This is an optimization exercise on Yosys and OpenROAD, whose aim is small area, a short achievable clock period and few clock cycles per item, not a production implementation.
At most, simulation tests tie the RTL to the original design; equivalence was not proved.
Power is estimated from default activity; no workload was simulated.

// signed_int32_divider
module signed_int32_divider (
    input  logic        i_clk,
    input  logic        i_rst_n,
    input  logic        i_req_valid,
    output logic        o_req_ready,
    input  logic [31:0] i_req_numerator,
    input  logic [31:0] i_req_denominator,
    output logic        o_rsp_valid,
    input  logic        i_rsp_ready,
    output logic [31:0] o_rsp_quotient,
    output logic [1:0]  o_rsp_status
);
make LEC_CHECK=0 CAP_MARGIN=20 CORE_MARGIN=2 CORE_UTILIZATION=40 SLEW_MARGIN=20 finish   # period 4.4 ns
run.sh (not shown) runs the stock make flow with config.mk's settings and CLKGATE_MAP_FILE= SYNTH_SCRIPT=/design/flow/synth_recipe.tcl, a recipe that flattens the netlist after the stock synthesis.
Rerun with:
- SETUP_SLACK_MARGIN: not set -> 1.0
=> Cell area rose by 15%. Via count rose by 7.5%. Die area is unchanged. Flip-flop and latch count does not change. Area after synthesis stays the same. Global-route usage rose by 1.4 points. Non-clock buffer count rose by 69. Maximum frequency rose by 0.75%. Final cell count rose by 3.8%. Setup slack gains 0.032 ns.
Function was not checked in any run of this note: the RTL went through the layout flow alone.

========
== run F ==
signed_int32_divider, a different RTL version from the one above (not shown whole).
For scale: roughly 120 flip-flops, about 100 I/O pins, ~11000 um2 of cells after synthesis.
Settings: LEC_CHECK=0, CAP_MARGIN=20, CORE_MARGIN=2, CORE_UTILIZATION=40, SETUP_SLACK_MARGIN=1.2, SLEW_MARGIN=20; clock period 4.4 ns.
standard.sh (not shown) runs the stock make flow with config.mk's settings and CLKGATE_MAP_FILE= SYNTH_SCRIPT=/design/flow/synth_recipe.tcl, a recipe that flattens the netlist after the stock synthesis.
==> flow/flow/run.sh <==
#!/bin/bash
# The standard layout (standard.sh, all ORFS steps), except that the
# port buffers are plain sky130_fd_sc_hd__buf_1 cells instead of the
# flow's default choice. make's output goes to standard.log; ORFS keeps
# each step's log under orfs/logs/.
set -o pipefail
export BUFFER_PORTS_ARGS="-buffer_cell sky130_fd_sc_hd__buf_1"
bash standard.sh > standard.log 2>&1
Testbench counts of run F, summed over its fixed seeds: cycles 20,933, items 2,400.
#### Input delta (run C over run F)
Settings: SLEW_MARGIN: 20 -> 0; CORE_UTILIZATION: 40 -> 55; SETUP_SLACK_MARGIN: 1.2 -> 1.3; CAP_MARGIN: 20 -> 0.
## What came out
Going from run F to run C, multi-input logic cell count barely changed; final routed wire length divided by cell count went up 4.0%; non-clock buffer count has decreased.
The faster design of the two is run C; run F tops out lower.
Diff run C..run F | wire length of the first global-routing pass | negligible
On worst setup slack, run C does better than run F.
For run C, the critical path endpoint was r_rem[29], unlike run F, where it was r_den[30].

========
Setup of v26:
Starting RTL as in the previous note.
clock: 4.4 ns
lec_check: 0
cap_margin: 20
core_margin: 2
core_utilization: 55
setup_slack_margin: 1.3
slew_margin: 20
Scripts as last shown in full above: flow/flow/run.sh
v26 | status: complete | timing, DRC, antenna: pass
Testbench counts of v26, summed over its fixed seeds: cycles 20,933, items 2,400.
Here is what was changed in the inputs of v50 compared with v26.
Settings: SETUP_SLACK_MARGIN: 1.3 -> 1.6; CORE_UTILIZATION: 55 -> 40.
==> flow/run.sh (new file) <==
#!/bin/bash
# synth_recipe.tcl (not shown) runs the flow's synth.tcl, then flattens the netlist and writes it again
# the make line also repeats each setting of config.mk as NAME=value (left out here)
make -C /OpenROAD-flow-scripts/flow DESIGN_CONFIG=/design/flow/config.mk WORK_HOME=/design/flow/orfs CLKGATE_MAP_FILE= SYNTH_SCRIPT=/design/flow/synth_recipe.tcl finish
removed: flow/flow/run.sh
removed: flow/standard.sh
### Flow results
- Relative to v26, the sum of routed wire length over all layers measured on v50 has increased by more than 10%.
- Row clock tree skew after final layout: v50 lower / v26 higher
- | post-route fraction of the period consumed by the critical path | v50 vs v26 | ≈ equal |
- Total power up about 12% in v50 wrt v26
- Comparing v50 against v26, there is no change at all in number of antenna violations at the first check in global routing.
- Compared to v26, v50 has overall track demand over capacity in global routing 6.6 points lower.
#### Input delta (v19 over v50)
Settings: a deleted SETUP_SLACK_MARGIN that had been 1.6.
### Flow results
- Between v50 and v19, worst-case hold slack decreased.
- v19 packs its core more loosely than v50.
- Multi-input gate share of total cell area ends up lower on v19.
- Between v19 and v50, the total of plain and repair buffers excluding clock buffers is lower for v19.
- In the metrics for v19 and v50, the one carrying the lower global-route wire length before repair is v19.
Changes in v36 relative to v19:
Settings: SETUP_SLACK_MARGIN newly set to 1.3; CORE_UTILIZATION changed from 40 to 70.
==> flow/flow/run.sh (new file) <==
#!/bin/bash
# The standard layout (standard.sh, all ORFS steps), except that the
# port buffers are plain sky130_fd_sc_hd__buf_1 cells instead of the
# flow's default choice. make's output goes to standard.log; ORFS keeps
# each step's log under orfs/logs/.
set -o pipefail
export BUFFER_PORTS_ARGS="-buffer_cell sky130_fd_sc_hd__buf_1"
bash standard.sh > standard.log 2>&1
==> flow/standard.sh (new file) <==
#!/bin/bash
# synth_recipe.tcl (not shown) runs the flow's synth.tcl, then flattens the netlist and writes it again
# the make line also repeats each setting of config.mk as NAME=value (left out here)
make -C /OpenROAD-flow-scripts/flow DESIGN_CONFIG=/design/flow/config.mk WORK_HOME=/design/flow/orfs CLKGATE_MAP_FILE= SYNTH_SCRIPT=/design/flow/synth_recipe.tcl "${@:-finish}"
removed: flow/run.sh
### Flow results
v36: no failed stages, no open violations at the end. Delta (v36 minus v19): part of the power in the clock network went up by 0.8 points, number of antenna repair diodes was more or less identical, fmax went up by 17%. From v19 to v36 the numbers moved as follows: setup slack picked up an extra 0.52 ns; sequential power neither gained nor lost much. Changes observed in v36 relative to v19: signed area change from the synthesized netlist to the final layout saw a decrease, finished layout cell area down 520 sq um, final wirelength dropped 0.40%, non-clock buffer count shrank by 4, number of iterations in the first detailed-routing pass up 5.

[separate check: timing with driven ports]
No port has a modelled driver above. Below, the same layouts with a new extraction and two added sets of constraints.
Step 1 sets driving cells, clkbuf_16 on the clock port and buf_2 on the other inputs (assumed; they add their load-dependent delay and slew).
Step 2 adds t to the input delays and takes it off the output delays; t is the mean of the earliest and latest rising clock arrival at the registers after step 1. Input paths then give back, and output paths get back, about the clock's delay inside the block.
Three values: ideal ports, drivers, drivers and shift; two values: the first two.
run	t (ns)	slack for setup (ns)	slew at the worst register clock pin (ns)
the first run of note 1	0.471	0.147 / 0.099 / 0.162	0.07 / 0.07
the second run of note 1	0.475	0.178 / 0.128 / 0.600	0.06 / 0.06
run F	0.462	1.222 / 1.222 / 0.968	0.06 / 0.06
run C	0.472	1.325 / 1.353 / 0.881	0.06 / 0.06
v26	0.475	1.329 / 1.350 / 0.883	0.07 / 0.07
v50	0.477	1.332 / 1.332 / 1.120	0.07 / 0.07
v19	0.481	0.761 / 0.761 / 0.563	0.07 / 0.07
v36	0.469	1.277 / 1.277 / 0.893	0.06 / 0.06
After both steps every run listed still meets setup and hold. For v26, which loses most, drivers alone change the setup slack by +0.021 ns; drivers and shift together by -0.446 ns.
